From an optimization exercise on the open Yosys and OpenROAD flow, aimed at small area, a short achievable clock period and few clock cycles; shortcuts taken in it are not production practice. Function was checked by simulation only, so behaviour that the tests miss may differ from the original.

Design sha256_byte_stream_hasher, start of the top module:
module sha256_byte_stream_hasher (
	input  logic        clk,
	input  logic        arst_n,
	input  logic        in_valid,
	output logic        in_ready,
	input  logic [7:0]  in_message_byte,
	input  logic        in_has_byte,
	input  logic        in_end_of_message,
	output logic        out_valid,
	input  logic        out_ready,
	output logic [31:0] out_digest_word,
	output logic [2:0]  out_word_index,
	output logic        out_last_word
);
	logic        blk_ready, blk_first, blk_last, launch, rd_active;
	logic [31:0] rd_word;
	sha256_front u_front (
		.clk, .arst_n,
		.in_valid    (in_valid),
		.in_ready    (in_ready),
		.in_byte     (in_message_byte),
		.in_has_byte (in_has_byte),
		.in_eom      (in_end_of_message),
		.blk_ready, .blk_first, .blk_last, .launch, .rd_active, .rd_word
	);
	sha256_core u_core (
		.clk, .arst_n,
		.blk_ready, .blk_first, .blk_last, .launch, .rd_active, .rd_word,
		.out_valid (out_valid),
  ...
clock: 10.5 ns
lec_check: 0
cap_margin: 20
core_margin: 2
core_utilization: 40
cts_buf_list: sky130_fd_sc_hd__clkbuf_4 sky130_fd_sc_hd__clkbuf_8
slew_margin: 20
standard.sh (not shown) runs the stock make flow with config.mk's settings and CLKGATE_MAP_FILE= SYNTH_SCRIPT=/design/flow/synth_recipe.tcl, a recipe that flattens the netlist after the stock synthesis.
==> flow/flow/run.sh <==
#!/bin/bash
set -euo pipefail
bash standard.sh SETUP_SLACK_MARGIN=5.8 finish > standard_flow.log 2>&1
The baseline finished with timing, DRC and antenna clean.
Testbench counts at the start, summed over its fixed seeds: cycles 20,372.
Then changed:
==> flow/run.sh (new file) <==
#!/bin/bash
# synth_recipe.tcl (not shown) runs the flow's synth.tcl, then flattens the netlist and writes it again
# the make line also repeats each setting of config.mk as NAME=value (left out here)
make -C /OpenROAD-flow-scripts/flow DESIGN_CONFIG=/design/flow/config.mk WORK_HOME=/design/flow/orfs CLKGATE_MAP_FILE= SYNTH_SCRIPT=/design/flow/synth_recipe.tcl finish
- CTS_BUF_LIST: sky130_fd_sc_hd__clkbuf_4 sky130_fd_sc_hd__clkbuf_8 -> sky130_fd_sc_hd__clkbuf_16
- CTS_CLUSTER_DIAMETER: unset -> 150
- CTS_CLUSTER_SIZE: unset -> 22
- SETUP_SLACK_MARGIN: unset -> 5
removed: flow/flow/run.sh
removed: flow/standard.sh
Synthesized cell count is unchanged.
Final area came out lower by 6.0%.
Flip-flop and latch count does not change.
Synthesized area does not change.
Wire length falls by 3.1%.
Non-clock buffer count went down by 41.
Global-route usage came out lower by 0.81 points.

* * *

Another version of the RTL of sha256_byte_stream_hasher (not shown whole).
Size: ~5800 cells after synthesis, ~52 I/O pins.
export LEC_CHECK = 0
export CAP_MARGIN = 20
export CORE_MARGIN = 2
export CORE_UTILIZATION = 40
export CTS_BUF_LIST = sky130_fd_sc_hd__clkbuf_16
export CTS_CLUSTER_DIAMETER = 150
export CTS_CLUSTER_SIZE = 22
export SLEW_MARGIN = 20
create_clock -name core_clock -period 10.5 [get_ports {clk}]
==> flow/flow/run.sh <==
#!/bin/bash
set -euo pipefail
bash standard.sh SETUP_SLACK_MARGIN=6.4 finish > standard_flow.log 2>&1
Testbench counts at the start, summed over its fixed seeds: cycles 20,372.
Change:
==> flow/flow/run.sh (replaced) <==
#!/bin/bash
set -euo pipefail
bash standard.sh SETUP_SLACK_MARGIN=6.0 finish > standard_flow.log 2>&1
--- a/flow/config.mk
+++ b/flow/config.mk
@@ -8,7 +8,7 @@
 export CAP_MARGIN = 20
 export CORE_MARGIN = 2
-export CORE_UTILIZATION = 40
+export CORE_UTILIZATION = 45
 export CTS_BUF_LIST = sky130_fd_sc_hd__clkbuf_16
-export CTS_CLUSTER_DIAMETER = 150
-export CTS_CLUSTER_SIZE = 22
+export CTS_CLUSTER_DIAMETER = 140
+export CTS_CLUSTER_SIZE = 20
 export SLEW_MARGIN = 20
What happened:
- The changed run finished clean
- routed wire length goes down by 2.4%
- utilization goes up by 4.3 points
- clock-buffer cell count goes up by 6
- final cell count goes down by 3.9%
- hold slack is worse by 10 ps
- non-clock buffer count goes down by 52
- setup slack is better by 43 ps
Change:
==> flow/flow/run.sh (replaced) <==
#!/bin/bash
set -euo pipefail
bash standard.sh SETUP_SLACK_MARGIN=6.1 finish > standard_flow.log 2>&1
--- a/flow/config.mk
+++ b/flow/config.mk
@@ -8,7 +8,8 @@
 export CAP_MARGIN = 20
 export CORE_MARGIN = 2
-export CORE_UTILIZATION = 45
+export CORE_UTILIZATION = 50
 export CTS_BUF_LIST = sky130_fd_sc_hd__clkbuf_16
 export CTS_CLUSTER_DIAMETER = 140
 export CTS_CLUSTER_SIZE = 20
+export PLACE_DENSITY = 0.68
 export SLEW_MARGIN = 20
Result: The changed run produced a clean layout. Routed wire length decreases by 1.4%. Final cell count decreases by 2.8%. Count of clock-buffer cells in the layout increases by 2. Cell area stays flat. Critical path depth does not change. Fmax increases by 0.88%.
Change:
==> flow/flow/run.sh (replaced) <==
#!/bin/bash
set -euo pipefail
bash standard.sh SETUP_SLACK_MARGIN=6.0 finish > standard_flow.log 2>&1
--- a/flow/config.mk
+++ b/flow/config.mk
@@ -8,8 +8,7 @@
 export CAP_MARGIN = 20
 export CORE_MARGIN = 2
-export CORE_UTILIZATION = 50
+export CORE_UTILIZATION = 40
 export CTS_BUF_LIST = sky130_fd_sc_hd__clkbuf_16
-export CTS_CLUSTER_DIAMETER = 140
-export CTS_CLUSTER_SIZE = 20
-export PLACE_DENSITY = 0.68
+export CTS_CLUSTER_DIAMETER = 150
+export CTS_CLUSTER_SIZE = 22
 export SLEW_MARGIN = 20
Outcome: The changed run finished clean. Final area went up slightly. Final cell count increases by a few percent. Fmax went down slightly. Setup slack got worse by 47 ps. Synthesized area stays the same. Clock-buffer cell count falls by 10. Wire length rose by a few percent. Non-clock buffer count decreases by 18. Via count is lower slightly.

-- afterwards: timing with drivers on the ports --
In the flow no input, the clock included, has a driving cell. The finished layouts below were timed again as built, in two steps. Step 1 assumes that a clkbuf_16 drives the clock port and a buf_2 every other input. Step 2 moves the port delays by t, midway between the first and last clock arrival at a register: inputs arrive t later, outputs are due t later. That takes back most of the time a late clock gives input paths. Three values: ideal, step 1, step 2; two values: the first two.
run | shift t [ns] | setup slack, ns | hold slack, ns | slew at the worst register clock pin (ns) | pins driven straight from the clock port
the first run of note 1 | 1.074 | 5.799 / 5.799 / 4.853 | 0.245 / 0.245 / 0.245 | 0.07 / 0.07 | 1
the second run of note 1 | 0.829 | 5.239 / 5.239 / 4.759 | 0.299 / 0.299 / 0.299 | 0.10 / 0.10 | 1
the first run of note 2 | 0.827 | 5.875 / 5.875 / 5.731 | 0.319 / 0.319 / 0.319 | 0.11 / 0.11 | 1
the second run of note 2 | 0.819 | 5.918 / 5.918 / 5.459 | 0.309 / 0.309 / 0.309 | 0.10 / 0.10 | 1
the third run of note 2 | 0.815 | 5.958 / 5.958 / 5.457 | 0.318 / 0.318 / 0.318 | 0.10 / 0.10 | 1
the fourth run of note 2 | 0.820 | 5.911 / 5.911 / 5.314 | 0.305 / 0.305 / 0.305 | 0.11 / 0.11 | 1
After both steps every run listed still meets setup and hold. For the first run of note 1, which loses most, drivers alone change the setup slack by 0.000 ns; drivers and shift together by -0.946 ns.
